This is an optimization exercise on Yosys and OpenROAD, whose aim is small area, a short achievable clock period and few clock cycles per item, not a production implementation. Only simulation tests tie the RTL to the original design; equivalence was not proved.

### design/flow/config.mk
export PLATFORM = sky130hd
export DESIGN_NAME = systolic_mm_top
export DESIGN_NICKNAME = systolic_mm_top
export VERILOG_FILES = /design/flow/design.v
export SDC_FILE = /design/flow/constraint.sdc
export NUM_CORES = 4
export LEC_CHECK = 0
export CAP_MARGIN = 20
export CORE_MARGIN = 2
export CORE_UTILIZATION = 60
export SETUP_SLACK_MARGIN = 3
export SLEW_MARGIN = 20
### design/flow/constraint.sdc
create_clock -name core_clock -period 7.0 [get_ports {clk}]
set_input_delay 1.4000 -clock core_clock [delete_from_list [all_inputs] [get_ports {clk}]]
set_output_delay 1.4000 -clock core_clock [all_outputs]
set_load 0.01 [all_outputs]
### design/flow/design.v
package systolic_pkg;
   typedef enum logic [1:0] {
      IDLE  = 2'd0,
      LOAD  = 2'd1,
      DRAIN = 2'd2,
      DONE  = 2'd3
   } state_e;
   function automatic integer clog2(input integer value);
      clog2 = $clog2(value);
   endfunction
   function automatic integer acc_width(input integer data_width, input integer size);
      acc_width = (2 * data_width) + $clog2(size);
   endfunction
endpackage
module systolic_pe_acc (
   input  logic [7:0]  a,
   input  logic [3:0]  one,
   input  logic [3:0]  two,
   input  logic [3:0]  neg,
   input  logic        first,
   input  logic [17:0] acc,
   input  logic [1:0]  cy,
   output logic [17:0] sum,
   output logic [1:0]  cy_out
);
   logic pp0_0, pp0_1, pp0_2, pp0_3, pp0_4, pp0_5, pp0_6, pp0_7, pp0_8, pp1_0, pp1_1, pp1_2, pp1_3, pp1_4, pp1_5, pp1_6, pp1_7, pp1_8, pp2_0, pp2_1, pp2_2, pp2_3, pp2_4, pp2_5, pp2_6, pp2_7, pp2_8, pp3_0, pp3_1, pp3_2, pp3_3, pp3_4, pp3_5, pp3_6, pp3_7, pp3_8, s1, c2, s3, c4, s5, c6, s7, c8, s9, c10, s11, c12, s13, c14, s15, c16, s17, c18, s19, c20, s21, c22, s23, c24, s25, c26, s27, c28, s29, c30, s31, c32, s33, c34, s35, c36, s37, c38, s39, c40, s41, c42, s43, c44, s45, c46, s47, c48, s49, c50, s51, c52, s53, c54, s55, c56, s57, c58, s59, c60, s61, c62, s63, c64, s65, c66, s67, c68, s69, c70, s71, c72;
   logic [17:0] acc_in;
   logic [1:0]  cy_in;
   assign acc_in = first ? 18'd175104 : acc;
   assign cy_in  = first ? 2'd0 : cy;
   assign pp0_0 = (one[0] & a[0]) ^ neg[0];
   assign pp0_1 = ((one[0] & a[1]) | (two[0] & a[0])) ^ neg[0];
   assign pp0_2 = ((one[0] & a[2]) | (two[0] & a[1])) ^ neg[0];
   assign pp0_3 = ((one[0] & a[3]) | (two[0] & a[2])) ^ neg[0];
   assign pp0_4 = ((one[0] & a[4]) | (two[0] & a[3])) ^ neg[0];
   assign pp0_5 = ((one[0] & a[5]) | (two[0] & a[4])) ^ neg[0];
   assign pp0_6 = ((one[0] & a[6]) | (two[0] & a[5])) ^ neg[0];
   assign pp0_7 = ((one[0] & a[7]) | (two[0] & a[6])) ^ neg[0];
   assign pp0_8 = ~(((one[0] & a[7]) | (two[0] & a[7])) ^ neg[0]);
   assign pp1_0 = (one[1] & a[0]) ^ neg[1];
   assign pp1_1 = ((one[1] & a[1]) | (two[1] & a[0])) ^ neg[1];
   assign pp1_2 = ((one[1] & a[2]) | (two[1] & a[1])) ^ neg[1];
   assign pp1_3 = ((one[1] & a[3]) | (two[1] & a[2])) ^ neg[1];
   assign pp1_4 = ((one[1] & a[4]) | (two[1] & a[3])) ^ neg[1];
   assign pp1_5 = ((one[1] & a[5]) | (two[1] & a[4])) ^ neg[1];
   assign pp1_6 = ((one[1] & a[6]) | (two[1] & a[5])) ^ neg[1];
   assign pp1_7 = ((one[1] & a[7]) | (two[1] & a[6])) ^ neg[1];
   assign pp1_8 = ~(((one[1] & a[7]) | (two[1] & a[7])) ^ neg[1]);
   assign pp2_0 = (one[2] & a[0]) ^ neg[2];
   assign pp2_1 = ((one[2] & a[1]) | (two[2] & a[0])) ^ neg[2];
   assign pp2_2 = ((one[2] & a[2]) | (two[2] & a[1])) ^ neg[2];
   assign pp2_3 = ((one[2] & a[3]) | (two[2] & a[2])) ^ neg[2];
   assign pp2_4 = ((one[2] & a[4]) | (two[2] & a[3])) ^ neg[2];
   assign pp2_5 = ((one[2] & a[5]) | (two[2] & a[4])) ^ neg[2];
   assign pp2_6 = ((one[2] & a[6]) | (two[2] & a[5])) ^ neg[2];
   assign pp2_7 = ((one[2] & a[7]) | (two[2] & a[6])) ^ neg[2];
   assign pp2_8 = ~(((one[2] & a[7]) | (two[2] & a[7])) ^ neg[2]);
   assign pp3_0 = (one[3] & a[0]) ^ neg[3];
   assign pp3_1 = ((one[3] & a[1]) | (two[3] & a[0])) ^ neg[3];
   assign pp3_2 = ((one[3] & a[2]) | (two[3] & a[1])) ^ neg[3];
   assign pp3_3 = ((one[3] & a[3]) | (two[3] & a[2])) ^ neg[3];
   assign pp3_4 = ((one[3] & a[4]) | (two[3] & a[3])) ^ neg[3];
   assign pp3_5 = ((one[3] & a[5]) | (two[3] & a[4])) ^ neg[3];
   assign pp3_6 = ((one[3] & a[6]) | (two[3] & a[5])) ^ neg[3];
   assign pp3_7 = ((one[3] & a[7]) | (two[3] & a[6])) ^ neg[3];
   assign pp3_8 = ~(((one[3] & a[7]) | (two[3] & a[7])) ^ neg[3]);
   assign s1 = acc_in[4] ^ pp0_4;
   assign c2 = acc_in[4] & pp0_4;
   assign s3 = acc_in[5] ^ pp0_5;
   assign c4 = acc_in[5] & pp0_5;
   assign s5 = acc_in[6] ^ pp0_6 ^ pp1_4;
   assign c6 = (acc_in[6] & pp0_6) | (acc_in[6] & pp1_4) | (pp0_6 & pp1_4);
   assign s7 = pp2_2 ^ pp3_0;
   assign c8 = pp2_2 & pp3_0;
   assign s9 = acc_in[7] ^ cy_in[0] ^ pp0_7;
   assign c10 = (acc_in[7] & cy_in[0]) | (acc_in[7] & pp0_7) | (cy_in[0] & pp0_7);
   assign s11 = pp1_5 ^ pp2_3 ^ pp3_1;
   assign c12 = (pp1_5 & pp2_3) | (pp1_5 & pp3_1) | (pp2_3 & pp3_1);
   assign s13 = acc_in[8] ^ pp0_8 ^ pp1_6;
   assign c14 = (acc_in[8] & pp0_8) | (acc_in[8] & pp1_6) | (pp0_8 & pp1_6);
   assign s15 = pp2_4 ^ pp3_2;
   assign c16 = pp2_4 & pp3_2;
   assign s17 = acc_in[9] ^ pp1_7 ^ pp2_5;
   assign c18 = (acc_in[9] & pp1_7) | (acc_in[9] & pp2_5) | (pp1_7 & pp2_5);
   assign s19 = acc_in[10] ^ pp1_8;
   assign c20 = acc_in[10] & pp1_8;
   assign s21 = acc_in[2] ^ pp0_2;
   assign c22 = acc_in[2] & pp0_2;
   assign s23 = acc_in[3] ^ pp0_3;
   assign c24 = acc_in[3] & pp0_3;
   assign s25 = s1 ^ pp1_2 ^ pp2_0;
   assign c26 = (s1 & pp1_2) | (s1 & pp2_0) | (pp1_2 & pp2_0);
   assign s27 = c2 ^ s3 ^ pp1_3;
   assign c28 = (c2 & s3) | (c2 & pp1_3) | (s3 & pp1_3);
   assign s29 = c4 ^ s5 ^ s7;
   assign c30 = (c4 & s5) | (c4 & s7) | (s5 & s7);
   assign s31 = c6 ^ c8 ^ s9;
   assign c32 = (c6 & c8) | (c6 & s9) | (c8 & s9);
   assign s33 = c10 ^ c12 ^ s13;
   assign c34 = (c10 & c12) | (c10 & s13) | (c12 & s13);
   assign s35 = c14 ^ c16 ^ s17;
   assign c36 = (c14 & c16) | (c14 & s17) | (c16 & s17);
   assign s37 = c18 ^ s19 ^ pp2_6;
   assign c38 = (c18 & s19) | (c18 & pp2_6) | (s19 & pp2_6);
   assign s39 = c20 ^ acc_in[11] ^ pp2_7;
   assign c40 = (c20 & acc_in[11]) | (c20 & pp2_7) | (acc_in[11] & pp2_7);
   assign s41 = acc_in[12] ^ cy_in[1] ^ pp2_8;
   assign c42 = (acc_in[12] & cy_in[1]) | (acc_in[12] & pp2_8) | (cy_in[1] & pp2_8);
   assign s43 = acc_in[0] ^ pp0_0;
   assign c44 = acc_in[0] & pp0_0;
   assign s45 = acc_in[1] ^ pp0_1;
   assign c46 = acc_in[1] & pp0_1;
   assign s47 = s21 ^ pp1_0 ^ neg[1];
   assign c48 = (s21 & pp1_0) | (s21 & neg[1]) | (pp1_0 & neg[1]);
   assign s49 = c22 ^ s23 ^ pp1_1;
   assign c50 = (c22 & s23) | (c22 & pp1_1) | (s23 & pp1_1);
   assign s51 = c24 ^ s25 ^ neg[2];
   assign c52 = (c24 & s25) | (c24 & neg[2]) | (s25 & neg[2]);
   assign s53 = c26 ^ s27 ^ pp2_1;
   assign c54 = (c26 & s27) | (c26 & pp2_1) | (s27 & pp2_1);
   assign s55 = c28 ^ s29 ^ neg[3];
   assign c56 = (c28 & s29) | (c28 & neg[3]) | (s29 & neg[3]);
   assign s57 = c30 ^ s31 ^ s11;
   assign c58 = (c30 & s31) | (c30 & s11) | (s31 & s11);
   assign s59 = c32 ^ s33 ^ s15;
   assign c60 = (c32 & s33) | (c32 & s15) | (s33 & s15);
   assign s61 = c34 ^ s35 ^ pp3_3;
   assign c62 = (c34 & s35) | (c34 & pp3_3) | (s35 & pp3_3);
   assign s63 = c36 ^ s37 ^ pp3_4;
   assign c64 = (c36 & s37) | (c36 & pp3_4) | (s37 & pp3_4);
   assign s65 = c38 ^ s39 ^ pp3_5;
   assign c66 = (c38 & s39) | (c38 & pp3_5) | (s39 & pp3_5);
   assign s67 = c40 ^ s41 ^ pp3_6;
   assign c68 = (c40 & s41) | (c40 & pp3_6) | (s41 & pp3_6);
   assign s69 = c42 ^ acc_in[13] ^ pp3_7;
   assign c70 = (c42 & acc_in[13]) | (c42 & pp3_7) | (acc_in[13] & pp3_7);
   assign s71 = acc_in[14] ^ pp3_8;
   assign c72 = acc_in[14] & pp3_8;
   assign {cy_out[0], sum[6:0]} = 8'({c54, c52, c50, c48, c46, c44, s43}) + 8'({s55, s53, s51, s49, s47, s45, neg[0]});
   assign {cy_out[1], sum[11:7]} = 6'({c64, c62, c60, c58, c56}) + 6'({s65, s63, s61, s59, s57});
   assign sum[17:12] = {acc_in[17], acc_in[16], c72, c70, c68, c66} + {1'b0, 1'b0, acc_in[15], s71, s69, s67};
endmodule
module systolic_mm_engine (
   input  logic         clk,
   input  logic         rst,
   input  logic         in_valid,
   output logic         in_ready,
   input  logic [31:0]  a_col,
   input  logic [31:0]  b_row,
   output logic         out_valid,
   input  logic         out_ready,
   output logic [287:0] c,
   output logic         busy
);
   logic [1:0]   kcnt_q;       
   logic         v1_q;         
   logic         first1_q;     
   logic         last1_q;      
   logic         ov_q;         
   logic [31:0]  a1_q;
   logic [287:0] acc_q;
   logic stall, accept, fire;
   assign stall    = v1_q & ov_q & ~out_ready;
   assign in_ready = ~stall;
   assign accept   = in_valid & ~stall;
   assign fire     = v1_q & ~stall;
   always_ff @(posedge clk or negedge rst) begin
      if (!rst) begin
         kcnt_q   <= 2'd0;
         v1_q     <= 1'b0;
         first1_q <= 1'b0;
         last1_q  <= 1'b0;
         ov_q     <= 1'b0;
      end else begin
         if (accept) kcnt_q <= kcnt_q + 2'd1;
         if (!stall) begin
            v1_q     <= accept;
            first1_q <= (kcnt_q == 2'd0);
            last1_q  <= (kcnt_q == 2'd3);
         end
         if (fire && last1_q) ov_q <= 1'b1;
         else if (out_ready)  ov_q <= 1'b0;
      end
   end
   logic [47:0] bd_s;     
   logic [47:0] bd1_q;
   for (genvar j = 0; j < 4; j++) begin : g_enc
      logic [8:0] bx;
      assign bx = {b_row[j*8 +: 8], 1'b0};
      for (genvar k = 0; k < 4; k++) begin : g_dig
         assign bd_s[(j*4+k)*3 + 2] = bx[2*k+2];
         assign bd_s[(j*4+k)*3 + 0] = bx[2*k+1] ^ bx[2*k];
         assign bd_s[(j*4+k)*3 + 1] = (bx[2*k+2] & ~bx[2*k+1] & ~bx[2*k]) |
                                      (~bx[2*k+2] & bx[2*k+1] & bx[2*k]);
      end
   end
   always_ff @(posedge clk) begin
      if (!stall) begin
         a1_q  <= a_col;
         bd1_q <= bd_s;
      end
   end
   logic [3:0] one_s [4];
   logic [3:0] two_s [4];
   logic [3:0] neg_s [4];
   for (genvar j = 0; j < 4; j++) begin : g_dig1
      for (genvar k = 0; k < 4; k++) begin : g_k
         assign one_s[j][k] = bd1_q[(j*4+k)*3 + 0];
         assign two_s[j][k] = bd1_q[(j*4+k)*3 + 1];
         assign neg_s[j][k] = bd1_q[(j*4+k)*3 + 2];
      end
   end
   for (genvar i = 0; i < 4; i++) begin : g_row
      for (genvar j = 0; j < 4; j++) begin : g_col
         localparam int IDX = (i*4 + j) * 18;
         logic [17:0] sum;
         logic [1:0]  cy_q, cy_out;
         systolic_pe_acc u_pe (
            .a      (a1_q[i*8 +: 8]),
            .one    (one_s[j]),
            .two    (two_s[j]),
            .neg    (neg_s[j]),
            .first  (first1_q),
            .acc    (acc_q[IDX +: 18]),
            .cy     (cy_q),
            .sum    (sum),
            .cy_out (cy_out)
         );
         always_ff @(posedge clk) begin
            if (fire) begin
               acc_q[IDX +: 18] <= sum;
               cy_q             <= cy_out;
            end
         end
         assign c[IDX +: 18] = acc_q[IDX +: 18] + {5'd0, cy_q[1], 4'd0, cy_q[0], 7'd0};
      end
   end
   assign out_valid = ov_q;
   assign busy      = v1_q | ov_q | (kcnt_q != 2'd0);
endmodule
module systolic_mm_top (
   input  logic         clk,
   input  logic         rst,
   input  logic         in_valid,
   output logic         in_ready,
   input  logic [31:0]  a_col,
   input  logic [31:0]  b_row,
   output logic         out_valid,
   input  logic         out_ready,
   output logic [287:0] c,
   output logic         busy
);
   systolic_mm_engine u_engine (
      .clk       (clk),
      .rst       (rst),
      .in_valid  (in_valid),
      .in_ready  (in_ready),
      .a_col     (a_col),
      .b_row     (b_row),
      .out_valid (out_valid),
      .out_ready (out_ready),
      .c         (c),
      .busy      (busy)
   );
endmodule
### design/flow/flow/run.sh
#!/bin/bash
# Own layout flow: the standard ORFS flow, with the port buffers that
# placement inserts on every input and output made plain buf_2 cells instead
# of the delay buffers the standard choice picks. Every tool's output goes to
# a log file of its own here (ORFS's per-step logs stay under orfs/logs).
set -euo pipefail
export BUFFER_PORTS_ARGS="-buffer_cell sky130_fd_sc_hd__buf_2"
bash standard.sh synth > synth.log 2>&1
bash standard.sh > layout.log 2>&1
### design/flow/standard.sh
#!/bin/bash
# synth_recipe.tcl (not shown) runs the flow's synth.tcl, then flattens the netlist and writes it again
# the make line also repeats each setting of config.mk as NAME=value (left out here)
make -C /OpenROAD-flow-scripts/flow DESIGN_CONFIG=/design/flow/config.mk WORK_HOME=/design/flow/orfs CLKGATE_MAP_FILE= SYNTH_SCRIPT=/design/flow/synth_recipe.tcl "${@:-finish}"
==> results.cfg, run 1 <==
[status]
outcome = finished clean

[setup_path]
critical_path_arrival_ns = 4.35
criticalPathCategory = reg -> reg
endpoint_kind = flop
r2r-end = u_engine.acc_q[276]
cp_top_family = adder cells
start_kind = flop
critPathSlowestCell = fa_1
regToRegStartpoint = u_engine.bd1_q[36]
cp_max_fo = 12
path_cells = buf_4 -> buf_4 -> clkbuf_16 -> a22oi_1 -> xnor2_1 -> ha_1 -> fa_1 -> inv_1 -> fa_1 -> inv_1 -> ha_1 -> o21ai_0 -> o21bai_1 -> a21oi_1 -> xnor2_1
slowest_delay_ns = 0.58
r2r_slack_ns = 3.01
cp_num_buf_inv = 5
worstPathRequired_ns = 7.37
worst-r2r-cell-count = 15

[clock_network]
insertion_delay_ns = 0.64
cts_tree = yes
h-tree-depth = 2
postCtsHoldBufs = 0
cts.sinks = 406
clockRootBuffer = clkbuf_16
clk_pin_slew_worst_paths_ns = 0.06
cts_buffers = 53
clock_path_buffers = 3

[logic_synthesis]
syn_nets = 5954
ys_ff_latch = 406
syn_area_per_cell_um2 = 10.0
syn_inst = 4972
yosysTopAreaCell = edfxtp_1
yosysTopAreaCellShare_pct = 24.0
yosys_warnings = 7
synth_area_leaders = edfxtp_1, fa_1, ha_1
synth_area_mm2 = 0.0499
synth-edff-count = 400
ys_seq_area_share_pct = 24.3
async_reset_ff_share_pct = 1.48
synth.most_common_cell = xnor2_1
ys.flop_type = edfxtp_1
synth_common_cells = xnor2_1, inv_1, ha_1, a22oi_1, fa_1
yosys.cell_types.count = 46

[placement]
place_congestion = 0.871
place_ws_ns = 2.33
hpwlAfterDp_um = 95900
portBuffers = 358
dp.cells = 6081

[timing]
layout_setup_ws_ns = 3.01
maxSlewViolCount = 0
slew_headroom_pct = 20.8
worstMarginPinSlew_ns = 1.19
final-setup-viol-count = 0
fin_crit_sh_pct = 57.0
tns_ns = 0
hold_viol_final = 0
fmax_ghz = 0.251
clock_skew_ns = 0.0264
min_period_ns = 3.99
rsz0062_at_grt = true

[floorplanning]
start_util_pct = 60.7
die_y_um = 293
io_pins = 359
die_w_um = 293
die_area_mm2 = 0.0856
core_mm2 = 0.0822
row_count = 105

[cells_and_area]
drive_gt1_share_pct = 16.3
utilization_pct = 67.4
fillers = 6624
nets = 6157
stdcell_count = 6288
seqCellArea_mm2 = 0.0122
syn2layout_area_growth_pct = 11.0
multi_input_area_mm2 = 0.0339

[grt]
grt_pass1_wl_um = 221000
grt_max_degree = 151
grt_pass1_vias = 36600
antenna_found_initial = 1
gr-total-overflow = 0
grt_usage_pct = 33.7

[hold_path]
holdPathEnd = u_engine.ov_q
hold_depth = 2
hold_class = reg -> reg
holdCritStartpoint = u_engine.last1_q

[routing]
detailedRoute.firstPassIterationCount = 9
via_per_inst = 5.98
wire_per_inst_um = 23.3
drtIter0Drc = 3587
vias = 37600
drt_drc_violations_left = 0
antenna_left = 0
wl_um = 146000

[run]
cap_violations = 0
## per-layer routing
| metal | vias to the layer above | wire, um | track usage [%] |
|---|---|---|---|
| met2 | 1788 | 62500 | 50.2 |
| met3 | 198 | 15500 | 6.73 |
| met1 | 18600 | 64300 | 50.4 |
| li1 | 17100 | - | - |
| met5 | - | 0 | 0 |
| met4 | 0 | 3960 | 8.22 |
## worst register-to-register path, stage by stage (launching register included)
cell and delay [ns]:
edfxtp_1 0.35, buf_4 0.19, buf_4 0.16, clkbuf_16 0.17
a22oi_1 0.23, xnor2_1 0.16, ha_1 0.28, fa_1 0.58
inv_1 0.08, fa_1 0.52, inv_1 0.05, ha_1 0.33
o21ai_0 0.10, o21bai_1 0.21, a21oi_1 0.14, xnor2_1 0.17
## timing repair
item | CTS | global route
endpoints found under the setup margin | 146 | 63
pin swaps | 0 | 24
gates resized for setup | 33 | 161
gates cloned | 1 | 5
endpoints found under the hold margin | 0 | 0
buffers inserted | 87 | 16
## cells in the final DEF, fill, tap and decap left out, types with 19 or more instances in the layout
cell,count
a211oi_1,43
a21o_1,86
a21oi_1,141
a22oi_1,419
a22oi_2,29
a31oi_1,33
buf_12,23
buf_2,358
buf_4,130
buf_6,38
clkbuf_16,58
edfxtp_1,400
fa_1,414
fa_2,29
ha_1,454
inv_1,574
mux2_2,19
nand2_1,148
nand2b_1,81
nand3_1,65
nor2_1,113
nor2b_1,229
o21ai_0,149
or2_2,54
xnor2_1,624
xor2_1,275
## cells by family after synthesis
family,Yosys count,share of synthesized area [%]
mux,19,0.428
buf+inv,1000,8.67
fa+ha+maj,914,29.6
simple gates,771,8.29
compound gates,958,12.9
xor+xnor,904,15.9
flops,406,24.3
## registers in the layout, summed over array words and instances, names as in the netlist
register / cells
u_engine.a1_q: 32
u_engine.bd1_q: 48
u_engine.last1_q: 1
u_engine.ov_q: 1
u_engine.first1_q: 1
u_engine.kcnt_q: 2
u_engine.g_row.g_col.cy_q: 32
u_engine.v1_q: 1
u_engine.acc_q: 288
## through the flow
step / hold WS, ns / instance area, um2
detailed placement: 0.461 / 51800
floorplan: 0.445 / 50000
global route: 0.507 / 55500
finish: 0.469 / 55500
global placement: 0.454 / 51800
CTS: 0.475 / 54500
## final cells by class
class	instances	area share, %
multi-input combinational	3566	61.2
tap	1070	2.41
clock buffer	65	2.58
antenna	1	0.00451
sequential	406	21.9
timing repair buffer	567	7.29
clock inverter	32	0.614
inverter	581	3.95
## worst max path at each step
stage | startpoint | endpoint | cells after the start
global route | u_engine.a1_q[11] | u_engine.acc_q[101] | 13
floorplan | out_ready | in_ready | 1
global placement | u_engine.a1_q[6] | u_engine.acc_q[47] | 15
finish | u_engine.bd1_q[36] | u_engine.acc_q[276] | 15
detailed placement | u_engine.a1_q[6] | u_engine.acc_q[47] | 15
CTS | u_engine.first1_q | u_engine.acc_q[191] | 12
Testbench counts, summed over its fixed seeds: cycles 1,552, matrices 384.
==> run 2, diff against run 1 <==
--- a/design/flow/config.mk
+++ b/design/flow/config.mk
@@ -7,6 +7,6 @@
 export LEC_CHECK = 0
 export CAP_MARGIN = 20
 export CORE_MARGIN = 2
-export CORE_UTILIZATION = 60
+export CORE_UTILIZATION = 75
 export SETUP_SLACK_MARGIN = 3
 export SLEW_MARGIN = 20
==> results.cfg, run 2 <==
[status]
outcome = finished clean

[cells_and_area]
nets = 6129
fin_area_mm2 = 0.0548
final_common_cell = xnor2_1
top_regs = u_engine.acc_q: 288 flops, u_engine.bd1_q: 48 flops
top_register = u_engine.acc_q
final_cell_mix = xnor2_1, inv_1, ha_1, a22oi_1, fa_1
syn2layout_area_growth_pct = 9.73
drive_gt1_share_pct = 15.6
largest_reg_flops = 288

[clock_network]
postCtsHoldBufs = 0
h-tree-depth = 2
clk_pin_slew_worst_paths_ns = 0.06
clock_path_buffers = 3
cts.sinks = 406
cts_buffers = 51
cts_tree = yes
clockRootBuffer = clkbuf_16
insertion_delay_ns = 0.64

[logic_synthesis]
syn_area_per_cell_um2 = 10.0
ys_ff_latch = 406
synth_area_leaders = edfxtp_1, fa_1, ha_1
ys.flop_type = edfxtp_1
syn_inst = 4972
synth.most_common_cell = xnor2_1
yosys_warnings = 7
yosys.cell_types.count = 46
synth_common_cells = xnor2_1, inv_1, ha_1, a22oi_1, fa_1
syn_nets = 5954
async_reset_ff_share_pct = 1.48
synth_area_mm2 = 0.0499
yosysTopAreaCell = edfxtp_1
ys_seq_area_share_pct = 24.3
synth-edff-count = 400
yosysTopAreaCellShare_pct = 24.0

[timing]
hold_viol_final = 0
slew_headroom_pct = 36.8
fin_crit_sh_pct = 57.3
final-setup-viol-count = 0
maxSlewViolCount = 0
worstMarginPinSlew_ns = 0.948
fin_hold_ws_ns = 0.477
min_period_ns = 4.01
clock_skew_ns = 0.0357
tns_ns = 0
rsz0062_at_grt = true
fmax_ghz = 0.249

[setup_path]
critical_path_arrival_ns = 4.39
start_kind = flop
worstPathRequired_ns = 7.37
endpoint_kind = flop
cp_max_fo = 22
criticalPathCategory = reg -> reg

[grt]
gr-total-overflow = 0
grt_pass1_vias = 38300
grt_usage_pct = 40.7
antenna_found_initial = 6
grt_max_degree = 138
grt_pass1_wl_um = 214000

[routing]
drtIter0Drc = 4872
vias = 38600
wire_per_inst_um = 23.4
detailedRoute.firstPassIterationCount = 8
antenna_left = 0
wl_um = 142000
via_per_inst = 6.37
drt_drc_violations_left = 0

[placement]
place_congestion = 0.913
portBuffers = 358
hpwlAfterDp_um = 91900
placedInstanceArea_mm2 = 0.0515

[floorplanning]
row_count = 94
die_w_um = 262
die_area_mm2 = 0.0687
core_mm2 = 0.0659
die_y_um = 262
start_util_pct = 75.8
io_pins = 359

[run]
cap_violations = 0

[hold_path]
hold_class = reg -> reg
run 2: cell counts after synthesis:
No cell type changed its count.
run 2: critical path: stages, from the launching register on:
cell and delay [ns]:
dfrtp_4 0.59, buf_4 0.19, buf_12 0.17, nand2b_1 0.20
fa_2 0.56, inv_1 0.05, fa_2 0.37, fa_1 0.57
ha_2 0.21, inv_1 0.06, fa_1 0.40, inv_1 0.08
a21o_1 0.11, a21oi_1 0.07, xnor2_1 0.12
run 2: cells by family (layout without fill, tap and decap cells):
family / Yosys count / after routing / synth area share (%)
flops: 406 / 406 / 24.3
other cells: 0 / 5 / 0
xor+xnor: 904 / 904 / 15.9
buf+inv: 1000 / 1217 / 8.67
mux: 19 / 19 / 0.428
fa+ha+maj: 914 / 914 / 29.6
simple gates: 771 / 771 / 8.29
compound gates: 958 / 958 / 12.9
run 2: layout make-up:
class	count	area, um2
Timing Repair Buffer	541	3800
Multi-Input combinational cell	3566	33900
Clock buffer	66	1360
Fill cell	3970	11100
Sequential cell	406	12200
Inverter	581	2190
Clock inverter	29	280
Antenna cell	5	12.5
Tap cell	864	1080
run 2: metal layers:
| layer | GRT usage (%) | vias to the layer above | wire length, um | part of all wire [%] |
|---|---|---|---|---|
| met5 | 0 | - | 7 | 0.0049 |
| met2 | 59.9 | 2540 | 61700 | 43 |
| met3 | 12.5 | 433 | 20700 | 15 |
| met1 | 56.4 | 18600 | 53000 | 37 |
| met4 | 16.7 | 2 | 6400 | 4.5 |
| li1 | - | 17000 | - | - |
run 2: path summary, 6_finish.rpt:
kind	start	endpoint	slack, ns	depth (start not counted)
min in group asynchronous	rst	u_engine.ov_q	0.59	1
max in group asynchronous	rst	u_engine.first1_q	6.25	1
min reg2reg	u_engine.last1_q	u_engine.ov_q	0.48	2
max reg2reg	u_engine.first1_q	u_engine.acc_q[11]	2.99	14
max	u_engine.first1_q	u_engine.acc_q[11]	2.99	14
min	u_engine.last1_q	u_engine.ov_q	0.48	2
run 2: timing repair:
action | in CTS | in global routing
setup buffers | 64 | 17
resized for setup | 31 | 182
pin swaps | 0 | 11
endpoints found under the setup margin | 159 | 71
gates cloned | 1 | 3
run 2: per-stage QoR:
| stage | instances | util (%) | setup slack [ns] |
|---|---|---|---|
| 6_report | 6058 | 83.2 | 2.99 |
| 4_1_cts | 6033 | 81.8 | 2.95 |
| 5_1_grt | 6056 | 83.2 | 2.88 |
| 3_5_place_dp | 5873 | 78.1 | 2.27 |
| 3_3_place_gp | 5873 | 78.1 | 2.39 |
| 2_1_floorplan | 4972 | - | 2.20 |
==> run 3, diff against run 2 <==
--- a/design/flow/config.mk
+++ b/design/flow/config.mk
@@ -8,5 +8,7 @@
 export CAP_MARGIN = 20
 export CORE_MARGIN = 2
 export CORE_UTILIZATION = 75
+export CTS_BUF_LIST = sky130_fd_sc_hd__clkbuf_8
+export CTS_CLUSTER_SIZE = 30
 export SETUP_SLACK_MARGIN = 3
 export SLEW_MARGIN = 20
==> results.cfg, run 3 <==
[status]
outcome = finished clean

[floorplanning]
row_count = 94
die_w_um = 262
start_util_pct = 75.8
die_y_um = 262
io_pins = 359
die_area_mm2 = 0.0687
core_mm2 = 0.0659

[logic_synthesis]
synth.most_common_cell = xnor2_1
syn_inst = 4972
synth_area_mm2 = 0.0499
async_reset_ff_share_pct = 1.48
ys.flop_type = edfxtp_1
synth_area_leaders = edfxtp_1, fa_1, ha_1
synth_common_cells = xnor2_1, inv_1, ha_1, a22oi_1, fa_1
ys_seq_area_share_pct = 24.3
syn_area_per_cell_um2 = 10.0
yosysTopAreaCell = edfxtp_1
synth-edff-count = 400
syn_nets = 5954
yosys.cell_types.count = 46
yosys_warnings = 7
ys_ff_latch = 406
yosysTopAreaCellShare_pct = 24.0

[routing]
wire_per_inst_um = 23.2
drtIter0Drc = 4561
wl_um = 141000
detailedRoute.firstPassIterationCount = 7
antenna_left = 0
via_per_inst = 6.35
vias = 38700
drt_drc_violations_left = 0

[timing]
worstMarginPinSlew_ns = 0.957
layout_setup_ws_ns = 2.98
fmax_ghz = 0.249
clock_skew_ns = 0.0386
fin_hold_ws_ns = 0.475
hold_viol_final = 0
fin_crit_sh_pct = 57.4
rsz0062_at_grt = true
final-setup-viol-count = 0
tns_ns = 0
slew_headroom_pct = 36.2
min_period_ns = 4.02
maxSlewViolCount = 0

[clock_network]
clockRootBuffer = clkbuf_8
h-tree-depth = 3
cts_buffers = 81
insertion_delay_ns = 0.69
postCtsHoldBufs = 0
cts.sinks = 406
clock_path_buffers = 3
cts_tree = yes
clk_pin_slew_worst_paths_ns = 0.07

[setup_path]
worstPathRequired_ns = 7.41
critical_path_arrival_ns = 4.43
cpMostUsedCell = fa_1
slowest_delay_ns = 0.52
critPathSlowestCell = fa_1
cp-startpoint = u_engine.a1_q[30]
start_kind = flop
path_cells = buf_6 -> a22oi_1 -> xor2_1 -> fa_1 -> fa_1 -> inv_1 -> fa_1 -> ha_1 -> fa_1 -> a21o_1 -> a21oi_1 -> xnor2_1
regToRegStartpoint = u_engine.a1_q[30]
criticalPathCategory = reg -> reg
cp_max_fo = 16
endpoint_kind = flop

[cells_and_area]
fillers = 4045
syn2layout_area_growth_pct = 9.26
final_cell_mix = xnor2_1, inv_1, ha_1, a22oi_1, fa_1
fin_area_mm2 = 0.0546
largest_reg_flops = 288
drive_gt1_share_pct = 15.7
final_common_cell = xnor2_1
top_register = u_engine.acc_q
nets = 6151
top_regs = u_engine.acc_q: 288 flops, u_engine.bd1_q: 48 flops

[grt]
gr-total-overflow = 0
antenna_found_initial = 6
grt_pass1_wl_um = 214000
grt_usage_pct = 40.8
grt_max_degree = 138
grt_pass1_vias = 38400

[placement]
place_congestion = 0.913
place_ws_ns = 2.27
hpwlAfterDp_um = 91900
placedInstanceArea_mm2 = 0.0515
portBuffers = 358

[run]
cap_violations = 0

[hold_path]
hold_class = reg -> reg
holdCritStartpoint = u_engine.last1_q
==> run 3: path summary, 6_finish.rpt <==
check	slack, ns	end	depth (start not counted)
max	2.98	u_engine.acc_q[263]	12
min	0.47	u_engine.ov_q	2
max reg2reg	2.98	u_engine.acc_q[263]	12
min reg2reg	0.47	u_engine.ov_q	2
max in group asynchronous	6.32	u_engine.first1_q	1
min in group asynchronous	0.52	u_engine.ov_q	1
==> run 3: stage by stage <==
step                utilization, %  std cells
CTS                           81.6       6077
finish                        82.9       6095
global placement              78.1       5873
floorplan                        -       4972
global route                  82.9       6095
detailed placement            78.1       5873
==> run 3: area by class of cell <==
class / instances / area, um2 / area share, %
clock inverter: 56 / 367 / 0.672
sequential: 406 / 12200 / 22.3
inverter: 581 / 2190 / 4.02
multi-input combinational: 3566 / 33800 / 62.0
clock buffer: 84 / 1160 / 2.12
antenna: 5 / 12.5 / 0.0229
tap: 864 / 1080 / 1.98
timing repair buffer: 533 / 3750 / 6.88
==> run 3: cells by family (layout without fill, tap and decap cells) <==
| logic type | after synthesis | count (layout) | synth area share, % |
|---|---|---|---|
| flops | 406 | 406 | 24.3 |
| buf+inv | 1000 | 1254 | 8.67 |
| other cells | 0 | 5 | 0 |
| xor+xnor | 904 | 904 | 15.9 |
| fa+ha+maj | 914 | 914 | 29.6 |
| mux | 19 | 19 | 0.428 |
| compound gates | 958 | 958 | 12.9 |
| simple gates | 771 | 771 | 8.29 |
==> run 3: worst max-delay path: cells and delay by family (launching register included) <==
family                   cells  cell delay [ns]
adder cells (fa/ha/maj)      5             2.08
flip-flops                   1             0.47
XOR/XNOR                     2             0.32
buffers and inverters        2             0.27
AO/OA/AOI/OAI                3             0.57
==> run 3: timing repair <==
action / 4_1_cts / 5_1_grt
pin swaps: 0 / 14
setup buffers: 63 / 10
resized for setup: 23 / 185
endpoints found under the setup margin: 160 / 66
gates cloned: 1 / 3
==> run 3: metal layers <==
layer  share of wire, %  up-vias  global-route usage, %
met5                  0        -                      0
li1                   -    17000                      -
met4                4.5        0                   16.7
met2                 43     2555                   59.4
met1                 38    18700                   56.3
met3                 15      456                   13.5
==> run 4, diff against run 3 <==
==> design/flow/config.mk (replaced) <==
export PLATFORM = sky130hd
export DESIGN_NAME = systolic_mm_top
export DESIGN_NICKNAME = systolic_mm_top
export VERILOG_FILES = /design/flow/design.v
export SDC_FILE = /design/flow/constraint.sdc
export NUM_CORES = 4
export LEC_CHECK = 0
export CAP_MARGIN = 5
export CORE_MARGIN = 2
export CORE_UTILIZATION = 75
export SETUP_SLACK_MARGIN = 3
export SLEW_MARGIN = 5
==> results.cfg, run 4 <==
[status]
outcome = finished clean

[cells_and_area]
nets = 6129
top_register = u_engine.acc_q
final_cell_mix = xnor2_1, inv_1, ha_1, a22oi_1, fa_1
fillers = 3970
final_common_cell = xnor2_1
syn2layout_area_growth_pct = 9.73
top_regs = u_engine.acc_q: 288 flops, u_engine.bd1_q: 48 flops
drive_gt1_share_pct = 15.6
fin_area_mm2 = 0.0548
largest_reg_flops = 288

[floorplanning]
die_y_um = 262
die_area_mm2 = 0.0687
core_mm2 = 0.0659
row_count = 94
io_pins = 359
start_util_pct = 75.8
die_w_um = 262

[logic_synthesis]
async_reset_ff_share_pct = 1.48
ys_seq_area_share_pct = 24.3
synth-edff-count = 400
yosysTopAreaCell = edfxtp_1
yosys_warnings = 7
ys_ff_latch = 406
syn_nets = 5954
synth.most_common_cell = xnor2_1
synth_common_cells = xnor2_1, inv_1, ha_1, a22oi_1, fa_1
synth_area_mm2 = 0.0499
synth_area_leaders = edfxtp_1, fa_1, ha_1
yosysTopAreaCellShare_pct = 24.0
syn_area_per_cell_um2 = 10.0
yosys.cell_types.count = 46
syn_inst = 4972
ys.flop_type = edfxtp_1

[routing]
detailedRoute.firstPassIterationCount = 8
antenna_left = 0
wire_per_inst_um = 23.4
drt_drc_violations_left = 0
drtIter0Drc = 4872
via_per_inst = 6.37
vias = 38600
wl_um = 142000

[hold_path]
hold_depth = 2
hold_class = reg -> reg

[setup_path]
criticalPathCategory = reg -> reg
critical_path_arrival_ns = 4.39
cp_max_fo = 22
worst-r2r-cell-count = 14
endpoint_kind = flop
worstPathRequired_ns = 7.37
start_kind = flop

[grt]
grt_max_degree = 138
grt_pass1_vias = 38300
antenna_found_initial = 6
grt_usage_pct = 40.7
gr-total-overflow = 0
grt_pass1_wl_um = 214000

[placement]
portBuffers = 358
place_ws_ns = 2.27
place_congestion = 0.913
placedInstanceArea_mm2 = 0.0515
hpwlAfterDp_um = 91900

[clock_network]
clockRootBuffer = clkbuf_16
cts_buffers = 51
cts_tree = yes
clock_path_buffers = 3
postCtsHoldBufs = 0
insertion_delay_ns = 0.64
h-tree-depth = 2
cts.sinks = 406
clk_pin_slew_worst_paths_ns = 0.06

[run]
cap_violations = 0

[timing]
tns_ns = 0
clock_skew_ns = 0.0357
fin_hold_ws_ns = 0.477
final-setup-viol-count = 0
worstMarginPinSlew_ns = 0.948
slew_headroom_pct = 36.8
fmax_ghz = 0.249
hold_viol_final = 0
layout_setup_ws_ns = 2.99
fin_crit_sh_pct = 57.3
maxSlewViolCount = 0
rsz0062_at_grt = true
min_period_ns = 4.01
-- run 4: cell count changes in the layout (fill, tap and decap cells not counted), sizes merged --
cell / delta
clkbuf: -19
clkinv: -13
inv: -13
buf: +9
bufinv: -1
-- run 4: final timing paths --
check	start	endpoint	slack [ns]
max	u_engine.first1_q	u_engine.acc_q[11]	2.99
min	u_engine.last1_q	u_engine.ov_q	0.48
max reg2reg	u_engine.first1_q	u_engine.acc_q[11]	2.99
min reg2reg	u_engine.last1_q	u_engine.ov_q	0.48
max in group asynchronous	rst	u_engine.first1_q	6.25
min in group asynchronous	rst	u_engine.ov_q	0.59
-- run 4: per-stage QoR --
stage / cells / util [%]
floorplan: 4972 / -
global placement: 5873 / 78.1
detailed placement: 5873 / 78.1
CTS: 6033 / 81.8
global route: 6056 / 83.2
finish: 6058 / 83.2
-- run 4: what timing repair did --
item,4_1_cts,5_1_grt
buffers inserted,64,17
pin swaps,0,11
setup endpoints to repair,159,71
gates resized for setup,31,182
cloned,1,3
-- run 4: routing by layer --
| layer | routed length [um] | track usage, % | vias to the layer above |
|---|---|---|---|
| li1 | - | - | 17000 |
| met1 | 53000 | 56.4 | 18600 |
| met2 | 61700 | 59.9 | 2540 |
| met3 | 20700 | 12.5 | 433 |
| met4 | 6400 | 16.7 | 2 |
| met5 | 7 | 0 | - |
-- run 4: kinds of logic (layout without fill, tap and decap cells) --
group / count (synthesis) / in the layout / synth area share [%]
AO/OA/AOI/OAI: 958 / 958 / 12.9
XOR/XNOR: 904 / 904 / 15.9
adder cells (fa/ha/maj): 914 / 914 / 29.6
buffers and inverters: 1000 / 1217 / 8.67
flip-flops: 406 / 406 / 24.3
multiplexers: 19 / 19 / 0.428
other: 0 / 5 / 0
AND/OR/NAND/NOR: 771 / 771 / 8.29
-- run 4: worst max-delay path, cell delays in order, from the launching register on --
cell	delay [ns]
dfrtp_4	0.59
buf_4	0.19
buf_12	0.17
nand2b_1	0.20
fa_2	0.56
inv_1	0.05
fa_2	0.37
fa_1	0.57
ha_2	0.21
inv_1	0.06
fa_1	0.40
inv_1	0.08
a21o_1	0.11
a21oi_1	0.07
xnor2_1	0.12
-- run 4: area by class of cell --
type	instances	area [um2]	area share (%)
Sequential cell	406	12200	22.2
Inverter	581	2190	4.00
Antenna cell	5	12.5	0.0228
Timing Repair Buffer	541	3800	6.94
Tap cell	864	1080	1.97
Clock inverter	29	280	0.511
Clock buffer	66	1360	2.49
Multi-Input combinational cell	3566	33900	61.9
==> run 5, diff against run 4 <==
==> design/flow/flow/run.sh (replaced) <==
#!/bin/bash
# Own layout flow: the standard ORFS flow, with the port buffers that
# placement inserts on every input and output made plain buf_1 cells instead
# of the delay buffers the standard choice picks. Every tool's output goes to
# a log file of its own here (ORFS's per-step logs stay under orfs/logs).
set -euo pipefail
export BUFFER_PORTS_ARGS="-buffer_cell sky130_fd_sc_hd__buf_1"
bash standard.sh synth > synth.log 2>&1
bash standard.sh > layout.log 2>&1
--- a/design/flow/config.mk
+++ b/design/flow/config.mk
@@ -5,8 +5,8 @@
 export SDC_FILE = /design/flow/constraint.sdc
 export NUM_CORES = 4
 export LEC_CHECK = 0
-export CAP_MARGIN = 5
+export CAP_MARGIN = 20
 export CORE_MARGIN = 2
 export CORE_UTILIZATION = 75
 export SETUP_SLACK_MARGIN = 3
-export SLEW_MARGIN = 5
+export SLEW_MARGIN = 20
==> results.cfg, run 5 <==
[clock_network]
h-tree-depth = 2
clock_path_buffers = 3
clockRootBuffer = clkbuf_16
clk_pin_slew_worst_paths_ns = 0.07
insertion_delay_ns = 0.64
cts_buffers = 50
cts_tree = yes
cts.sinks = 406

[placement]
place_ws_ns = 2.35
hpwlAfterDp_um = 92600
place_congestion = 0.927
portBuffers = 358

[timing]
tns_ns = 0
hold_viol_final = 0
clock_skew_ns = 0.0435
rsz0062_at_grt = true
fin_crit_sh_pct = 57.3
slew_headroom_pct = 39.5
min_period_ns = 4.01
fmax_ghz = 0.249
worstMarginPinSlew_ns = 0.908
layout_setup_ws_ns = 2.99
fin_hold_ws_ns = 0.486
maxSlewViolCount = 0
final-setup-viol-count = 0

[routing]
via_per_inst = 6.40
detailedRoute.firstPassIterationCount = 6
wl_um = 142000
antenna_left = 0
drt_drc_violations_left = 0
drtIter0Drc = 5363
wire_per_inst_um = 23.4
vias = 38900

[grt]
grt_max_degree = 95
antenna_found_initial = 5
grt_pass1_wl_um = 213000
grt_usage_pct = 40.2
gr-total-overflow = 0
grt_pass1_vias = 38000

[floorplanning]
die_y_um = 262
die_w_um = 262
die_area_mm2 = 0.0687
io_pins = 359
row_count = 94
start_util_pct = 75.8
core_mm2 = 0.0659

[logic_synthesis]
yosys.cell_types.count = 46
synth_area_leaders = edfxtp_1, fa_1, ha_1
syn_nets = 5954
async_reset_ff_share_pct = 1.48
synth-edff-count = 400
ys_seq_area_share_pct = 24.3
synth.most_common_cell = xnor2_1
ys.flop_type = edfxtp_1
syn_area_per_cell_um2 = 10.0
yosys_warnings = 7
syn_inst = 4972
yosysTopAreaCell = edfxtp_1
synth_area_mm2 = 0.0499
yosysTopAreaCellShare_pct = 24.0
ys_ff_latch = 406
synth_common_cells = xnor2_1, inv_1, ha_1, a22oi_1, fa_1

[cells_and_area]
nets = 6156
syn2layout_area_growth_pct = 9.39
final_common_cell = xnor2_1
final_cell_mix = xnor2_1, inv_1, ha_1, a22oi_1, fa_1
drive_gt1_share_pct = 9.42
top_register = u_engine.acc_q
fillers = 4022
largest_reg_flops = 288
top_regs = u_engine.acc_q: 288 flops, u_engine.bd1_q: 48 flops

[setup_path]
cp_max_fo = 5
worstPathRequired_ns = 7.37
endpoint_kind = flop
critical_path_arrival_ns = 4.39
criticalPathCategory = reg -> reg
start_kind = flop

[hold_path]
hold_class = reg -> reg

[run]
cap_violations = 0

[status]
outcome = finished clean
-- run 5: cell counts after synthesis --
No cell type changed its count.
-- run 5: critical path: stages (launching register included) --
cell and delay, ns:
edfxtp_1 0.56, buf_6 0.22, buf_4 0.14, a22oi_1 0.21, xnor2_1 0.10, ha_1 0.30, inv_1 0.05, fa_1 0.52
fa_1 0.53, inv_1 0.06, ha_1 0.36, a21oi_1 0.20, nand2_1 0.07, a31oi_1 0.25, o21ai_0 0.17
-- run 5: final timing paths --
| check | endpoint | cells past startpoint | from | slack [ns] |
|---|---|---|---|---|
| max in group asynchronous | u_engine.first1_q | 1 | rst | 6.11 |
| setup / recovery | u_engine.g_row[0].g_col[1].cy_q[0] | 14 | u_engine.bd1_q[13] | 2.99 |
| hold reg to reg | u_engine.ov_q | 2 | u_engine.last1_q | 0.49 |
| min in group asynchronous | u_engine.ov_q | 1 | rst | 0.63 |
| hold / removal | u_engine.ov_q | 2 | u_engine.last1_q | 0.49 |
| setup reg to reg | u_engine.g_row[0].g_col[1].cy_q[0] | 14 | u_engine.bd1_q[13] | 2.99 |
-- run 5: layer usage --
| layer | vias up | routed length (um) | GRT usage, % |
|---|---|---|---|
| met2 | 2693 | 61600 | 59.8 |
| li1 | 17000 | - | - |
| met5 | - | 0 | 0 |
| met3 | 416 | 19900 | 10.6 |
| met1 | 18800 | 54000 | 56.6 |
| met4 | 0 | 6570 | 15.8 |
-- run 5: metrics by stage --
stage	instances	cell area [um2]	util, %
after floorplan	4972	50000	-
after global placement	5871	51000	77.5
after detailed placement	5871	51000	77.5
after CTS	6037	53500	81.2
after global routing	6082	54600	83.0
final	6082	54600	83.0
-- run 5: cell families after synthesis --
kind of cell | count (synthesis) | synth area share, %
XOR/XNOR | 904 | 15.9
adder cells (fa/ha/maj) | 914 | 29.6
buffers and inverters | 1000 | 8.67
AO/OA/AOI/OAI | 958 | 12.9
flip-flops | 406 | 24.3
AND/OR/NAND/NOR | 771 | 8.29
multiplexers | 19 | 0.428
-- run 5: repair_timing --
item                       in CTS  in global routing
pin swaps                       0                 17
buffers inserted               74                 35
setup endpoints to repair     144                 62
gates cloned                    0                  6
hold buffers                    0                  0
gates resized for setup        35                187
-- run 5: area by class of cell --
cell class,instances,area [um2],area share [%]
Timing Repair Buffer,569,3530,6.47
Clock inverter,35,417,0.763
Multi-Input combinational cell,3566,33900,62.1
Clock buffer,57,1300,2.38
Tap cell,864,1080,1.98
Antenna cell,4,10.0,0.0183
Sequential cell,406,12200,22.3
Inverter,581,2190,4.01
==> run 6, diff against run 5 <==
==> design/flow/run.sh (new file) <==
#!/bin/bash
# synth_recipe.tcl (not shown) runs the flow's synth.tcl, then flattens the netlist and writes it again
# the make line also repeats each setting of config.mk as NAME=value (left out here)
make -C /OpenROAD-flow-scripts/flow DESIGN_CONFIG=/design/flow/config.mk WORK_HOME=/design/flow/orfs CLKGATE_MAP_FILE= SYNTH_SCRIPT=/design/flow/synth_recipe.tcl finish
--- a/design/flow/config.mk
+++ b/design/flow/config.mk
@@ -7,6 +7,6 @@
 export LEC_CHECK = 0
 export CAP_MARGIN = 20
 export CORE_MARGIN = 2
-export CORE_UTILIZATION = 75
+export CORE_UTILIZATION = 60
 export SETUP_SLACK_MARGIN = 3
 export SLEW_MARGIN = 20
removed: design/flow/flow/run.sh
removed: design/flow/standard.sh
==> results.cfg, run 6 <==
[routing]
vias = 37800
wl_um = 149000
via_per_inst = 6.01
drt_drc_violations_left = 0
wire_per_inst_um = 23.7
detailedRoute.firstPassIterationCount = 6
drtIter0Drc = 3774
antenna_left = 0

[timing]
final-setup-viol-count = 0
rsz0062_at_grt = true
fin_crit_sh_pct = 57.7
maxSlewViolCount = 0
fmax_ghz = 0.248
hold_viol_final = 0
tns_ns = 0
worstMarginPinSlew_ns = 0.977
min_period_ns = 4.04
clock_skew_ns = 0.0224
slew_headroom_pct = 34.9

[logic_synthesis]
yosys.cell_types.count = 46
synth.most_common_cell = xnor2_1
synth_area_leaders = edfxtp_1, fa_1, ha_1
syn_area_per_cell_um2 = 10.0
syn_nets = 5954
synth-edff-count = 400
yosysTopAreaCell = edfxtp_1
yosys_warnings = 7
ys_seq_area_share_pct = 24.3
ys_ff_latch = 406
synth_common_cells = xnor2_1, inv_1, ha_1, a22oi_1, fa_1
yosysTopAreaCellShare_pct = 24.0
async_reset_ff_share_pct = 1.48
synth_area_mm2 = 0.0499
syn_inst = 4972
ys.flop_type = edfxtp_1

[cells_and_area]
top_regs = u_engine.acc_q: 288 flops, u_engine.bd1_q: 48 flops
stdcell_count = 6291
syn2layout_area_growth_pct = 15.6
final_cell_mix = xnor2_1, inv_1, ha_1, a22oi_1, fa_1
final_common_cell = xnor2_1
drive_gt1_share_pct = 10.7
nets = 6162
fin_area_mm2 = 0.0577
top_register = u_engine.acc_q
fillers = 6328
largest_reg_flops = 288

[clock_network]
clock_path_buffers = 3
cts_tree = yes
cts_buffers = 52
cts.sinks = 406
postCtsHoldBufs = 0
clockRootBuffer = clkbuf_16
h-tree-depth = 2
insertion_delay_ns = 0.62
clk_pin_slew_worst_paths_ns = 0.06

[placement]
hpwlAfterDp_um = 95800
place_congestion = 0.889
placedInstanceArea_mm2 = 0.0535
dp.cells = 6072
portBuffers = 358

[grt]
antenna_found_initial = 5
grt_usage_pct = 34.2
gr-total-overflow = 0
grt_pass1_vias = 37700
grt_pass1_wl_um = 225000
grt_max_degree = 129

[setup_path]
worstPathRequired_ns = 5.60
cp_max_fo = 3
critPathSlowestCell = clkdlybuf4s50_1
slowest_delay_ns = 0.56
critical_path_arrival_ns = 2.64
cp_top_family = buffers and inverters
criticalPathCategory = reg -> out
cp_num_buf_inv = 1
start_kind = flop
path_cells = ha_1 -> and4_2 -> a21oi_4 -> nor3_1 -> xor2_1 -> clkdlybuf4s50_1
endpoint_kind = output port

[floorplanning]
io_pins = 359
die_y_um = 293
start_util_pct = 60.7
core_mm2 = 0.0822
die_w_um = 293
die_area_mm2 = 0.0856
row_count = 105

[status]
outcome = finished clean

[hold_path]
hold_class = reg -> reg

[run]
cap_violations = 0
run 6: per-stage QoR:
step / utilization [%] / hold slack, ns / worst slack (ns)
final: 70.2 / 0.494 / 2.96
after floorplan: - / 0.445 / 2.20
after global routing: 70.2 / 0.503 / 2.82
after CTS: 68.7 / 0.485 / 2.81
after global placement: 65.0 / 0.453 / 2.48
after detailed placement: 65.0 / 0.472 / 2.37
run 6: area by class of cell:
cell class                 instances  area, um2  share of cell area [%]
antenna                            1       2.50                 0.00433
multi-input combinational       3566      34400                    59.6
sequential                       406      12200                    21.1
clock inverter                    32        277                   0.479
tap                             1070       1340                    2.32
inverter                         581       2190                    3.79
clock buffer                      62       1370                    2.37
timing repair buffer             573       5980                    10.4
run 6: tightest hold or removal path, delay by kind of cell, from the launching register on:
kind	cells	cell delay, ns
AND/OR/NAND/NOR	2	0.12
flip-flops	1	0.34
run 6: cells by family (layout without fill, tap and decap cells):
logic type | Yosys count | after routing | share of synthesized area (%)
adders and majority gates | 914 | 914 | 29.6
buffers and inverters | 1000 | 1248 | 8.67
DFF | 406 | 406 | 24.3
other | 0 | 1 | 0
AOI/OAI and AO/OA | 958 | 958 | 12.9
xor gates and xnor gates | 904 | 904 | 15.9
and+or+nand+nor | 771 | 771 | 8.29
muxes | 19 | 19 | 0.428
run 6: timing repair:
| action | 4_1_cts | 5_1_grt |
|---|---|---|
| gates cloned | 5 | 6 |
| endpoints found under the setup margin | 213 | 104 |
| resized for setup | 127 | 261 |
| hold endpoints to repair | 0 | 0 |
| pin swaps | 8 | 23 |
| setup buffers | 90 | 23 |
run 6: worst paths after layout:
kind,start,slack [ns],cells past startpoint,endpoint
max reg2reg,u_engine.bd1_q[15],3.06,15,u_engine.acc_q[173]
min,u_engine.last1_q,0.49,2,u_engine.ov_q
min in group asynchronous,rst,1.02,1,u_engine.kcnt_q[0]
max in group asynchronous,rst,5.74,1,u_engine.first1_q
min reg2reg,u_engine.last1_q,0.49,2,u_engine.ov_q
max,u_engine.acc_q[228],2.96,6,c[233]
run 6: metal layers:
metal,track usage (%),wire [um]
met1,49.4,63100
met5,0,0
met3,9.26,17300
met4,9.51,4370
met2,50.7,64200
==> run 7, diff against run 6 <==
==> design/flow/flow/run.sh (new file) <==
#!/bin/bash
# Own layout flow: the standard ORFS flow with two changes.
# - The port buffers that placement puts on every input and output are plain
#   buf_2 cells instead of the delay buffers the default choice picks.
# - After global routing, gates off the critical paths are downsized
#   (ORFS's RECOVER_POWER step).
# Every tool's output goes to a log file of its own here; ORFS's per-step logs
# stay under orfs/logs.
set -euo pipefail
export BUFFER_PORTS_ARGS="-buffer_cell sky130_fd_sc_hd__buf_2"
export RECOVER_POWER=100
bash standard.sh synth > synth.log 2>&1
bash standard.sh > layout.log 2>&1
==> design/flow/standard.sh (new file) <==
#!/bin/bash
# synth_recipe.tcl (not shown) runs the flow's synth.tcl, then flattens the netlist and writes it again
# the make line also repeats each setting of config.mk as NAME=value (left out here)
make -C /OpenROAD-flow-scripts/flow DESIGN_CONFIG=/design/flow/config.mk WORK_HOME=/design/flow/orfs CLKGATE_MAP_FILE= SYNTH_SCRIPT=/design/flow/synth_recipe.tcl "${@:-finish}"
removed: design/flow/run.sh
==> results.cfg, run 7 <==
[logic_synthesis]
syn_nets = 5954
ys.flop_type = edfxtp_1
synth_area_leaders = edfxtp_1, fa_1, ha_1
synth-edff-count = 400
syn_inst = 4972
ys_ff_latch = 406
syn_area_per_cell_um2 = 10.0
yosysTopAreaCell = edfxtp_1
async_reset_ff_share_pct = 1.48
yosysTopAreaCellShare_pct = 24.0
synth_area_mm2 = 0.0499
synth.most_common_cell = xnor2_1
yosys.cell_types.count = 46
ys_seq_area_share_pct = 24.3
yosys_warnings = 7
synth_common_cells = xnor2_1, inv_1, ha_1, a22oi_1, fa_1

[floorplanning]
io_pins = 359
die_w_um = 293
start_util_pct = 60.7
die_area_mm2 = 0.0856
core_mm2 = 0.0822
row_count = 105
die_y_um = 293

[cells_and_area]
nets = 6157
top_register = u_engine.acc_q
final_cell_mix = xnor2_1, inv_1, ha_1, fa_1, a22oi_1
top_regs = u_engine.acc_q: 288 flops, u_engine.bd1_q: 48 flops
syn2layout_area_growth_pct = 9.36
final_common_cell = xnor2_1
fin_area_mm2 = 0.0546
largest_reg_flops = 288
drive_gt1_share_pct = 9.03
fillers = 6856

[grt]
gr-total-overflow = 0
grt_pass1_vias = 36600
grt_pass1_wl_um = 221000
grt_max_degree = 151
grt_usage_pct = 33.7
antenna_found_initial = 1

[routing]
wire_per_inst_um = 23.3
wl_um = 146000
drtIter0Drc = 3685
vias = 37700
antenna_left = 0
detailedRoute.firstPassIterationCount = 6
via_per_inst = 6.00
drt_drc_violations_left = 0

[timing]
slew_headroom_pct = -197
maxSlewViolCount = 483
tns_ns = 0
min_period_ns = 5.25
fmax_ghz = 0.191
worstMarginPinSlew_ns = 4.45
clock_skew_ns = 0.0262
fin_crit_sh_pct = 75.0
hold_viol_final = 0
final-setup-viol-count = 0
rsz0062_at_grt = true

[setup_path]
regToRegStartpoint = u_engine.first1_q
r2r-end = u_engine.g_row[0].g_col[0].cy_q[0]
critical_path_arrival_ns = 5.36
endpoint_kind = flop
cp_max_fo = 150
worstPathRequired_ns = 7.11
criticalPathCategory = in -> reg
worst-r2r-cell-count = 14
start_kind = primary input
r2r_slack_ns = 1.80

[clock_network]
insertion_delay_ns = 0.64
clockRootBuffer = clkbuf_16
cts_buffers = 53
h-tree-depth = 2
cts_tree = yes
clock_path_buffers = 3
clk_pin_slew_worst_paths_ns = 0.06
postCtsHoldBufs = 0
cts.sinks = 406

[hold_path]
hold_class = reg -> reg
holdCritStartpoint = u_engine.last1_q
holdPathEnd = u_engine.ov_q
hold_depth = 2

[run]
cap_violations = 7

[status]
outcome = finished with violations
so_faults = max-capacitance violations, max-slew violations

[placement]
hpwlAfterDp_um = 95900
placedInstanceArea_mm2 = 0.0518
place_congestion = 0.871
portBuffers = 358
## run 7: cell count changes in the layout (fill, tap and decap cells not counted), moves of 11 or more
| cell | delta |
|---|---|
| a31oi_1 | +20 |
| o21ai_1 | -11 |
| ha_1 | +35 |
| ha_2 | -25 |
| buf_2 | +49 |
| clkbuf_1 | +321 |
| a31oi_4 | -11 |
| a21oi_1 | +12 |
| clkdlybuf4s50_1 | -298 |
| o21ai_0 | +12 |
| dlygate4sd2_1 | -36 |
| dlymetal6s2s_1 | -23 |
## run 7: stage by stage
step	hold slack [ns]	utilization, %	setup WS, ns	std cells
detailed placement	0.461	62.9	2.33	6081
finish	0.469	66.4	1.75	6288
global route	0.507	66.4	1.57	6287
CTS	0.475	66.3	2.98	6266
global placement	0.454	62.9	2.40	6081
floorplan	0.445	-	2.20	4972
## run 7: layout make-up
| type | instances | area [um2] | area share (%) |
|---|---|---|---|
| multi-input combinational | 3566 | 33700 | 61.7 |
| tap | 1070 | 1340 | 2.45 |
| sequential | 406 | 12200 | 22.3 |
| inverter | 581 | 2190 | 4.01 |
| timing repair buffer | 567 | 3470 | 6.35 |
| clock inverter | 32 | 340 | 0.623 |
| clock buffer | 65 | 1430 | 2.62 |
| antenna | 1 | 2.50 | 0.00458 |
## run 7: routing by layer
layer,vias to the layer above,global-route usage (%),wire length [um]
li1,17100,-,-
met5,-,0,0
met3,189,6.73,15500
met2,1860,50.2,62600
met4,0,8.22,3910
met1,18600,50.4,64300
## run 7: worst max-delay path, cell delays in order
cell and delay (ns):
buf_2 0.09, nand2b_1 0.11, and2_0 0.43, clkbuf_2 3.02
## run 7: worst max-delay path by stage
stage                       from                   to  slack, ns  cells after the start
2_1_floorplan          out_ready             in_ready       2.20                      1
3_3_place_gp    u_engine.a1_q[6]   u_engine.acc_q[47]       2.40                     15
3_5_place_dp    u_engine.a1_q[6]   u_engine.acc_q[47]       2.33                     15
4_1_cts        u_engine.first1_q  u_engine.acc_q[191]       2.98                     12
5_1_grt                out_ready  u_engine.acc_q[215]       1.57                      4
6_report               out_ready  u_engine.acc_q[172]       1.75                      4
## run 7: repair_timing
| action | CTS | global route |
|---|---|---|
| gates resized for setup | 33 | 161 |
| gates cloned | 1 | 5 |
| buffers inserted | 87 | 16 |
| pin swaps | 0 | 24 |
| setup endpoints to repair | 146 | 63 |
## run 7: cells by family after synthesis
group / share of synthesized area (%)
AOI/OAI and AO/OA: 12.9
DFF: 24.3
buffers and inverters: 8.67
and+or+nand+nor: 8.29
muxes: 0.428
xor gates and xnor gates: 15.9
adders and majority gates: 29.6

-- separate check: timing with driven ports --
Ports are ideal in the flow. The routed layouts listed here were re-timed in OpenROAD. Step 1 assumes that a clkbuf_16 drives the clock port and a buf_2 every other input. Step 2, shift: input delay + t, output delay - t, t = (earliest + latest rising clock arrival at the registers) / 2. This alone moves slack from input paths to output paths. Slacks: ideal / step 1 / step 2; pairs: ideal / step 1.
| run | t, ns | slack for setup (ns) | worst slew at a driven data input, ns |
|---|---|---|---|
| run 1 | 0.697 | 3.011 / 3.011 / 3.011 | 0.12 |
| run 2 | 0.691 | 2.989 / 2.979 / 2.989 | 0.11 |
| run 3 | 0.738 | 2.985 / 2.985 / 2.985 | 0.09 |
| run 4 | 0.691 | 2.989 / 2.979 / 2.989 | 0.11 |
| run 5 | 0.689 | 2.988 / 2.988 / 2.988 | 0.10 |
| run 6 | 0.679 | 2.960 / 2.888 / 3.063 | 0.09 |
| run 7 | 0.700 | 1.751 / 1.801 / 1.101 | 0.12 |
For run 7, which loses most, drivers alone change the setup slack by +0.050 ns; drivers and shift together by -0.650 ns.
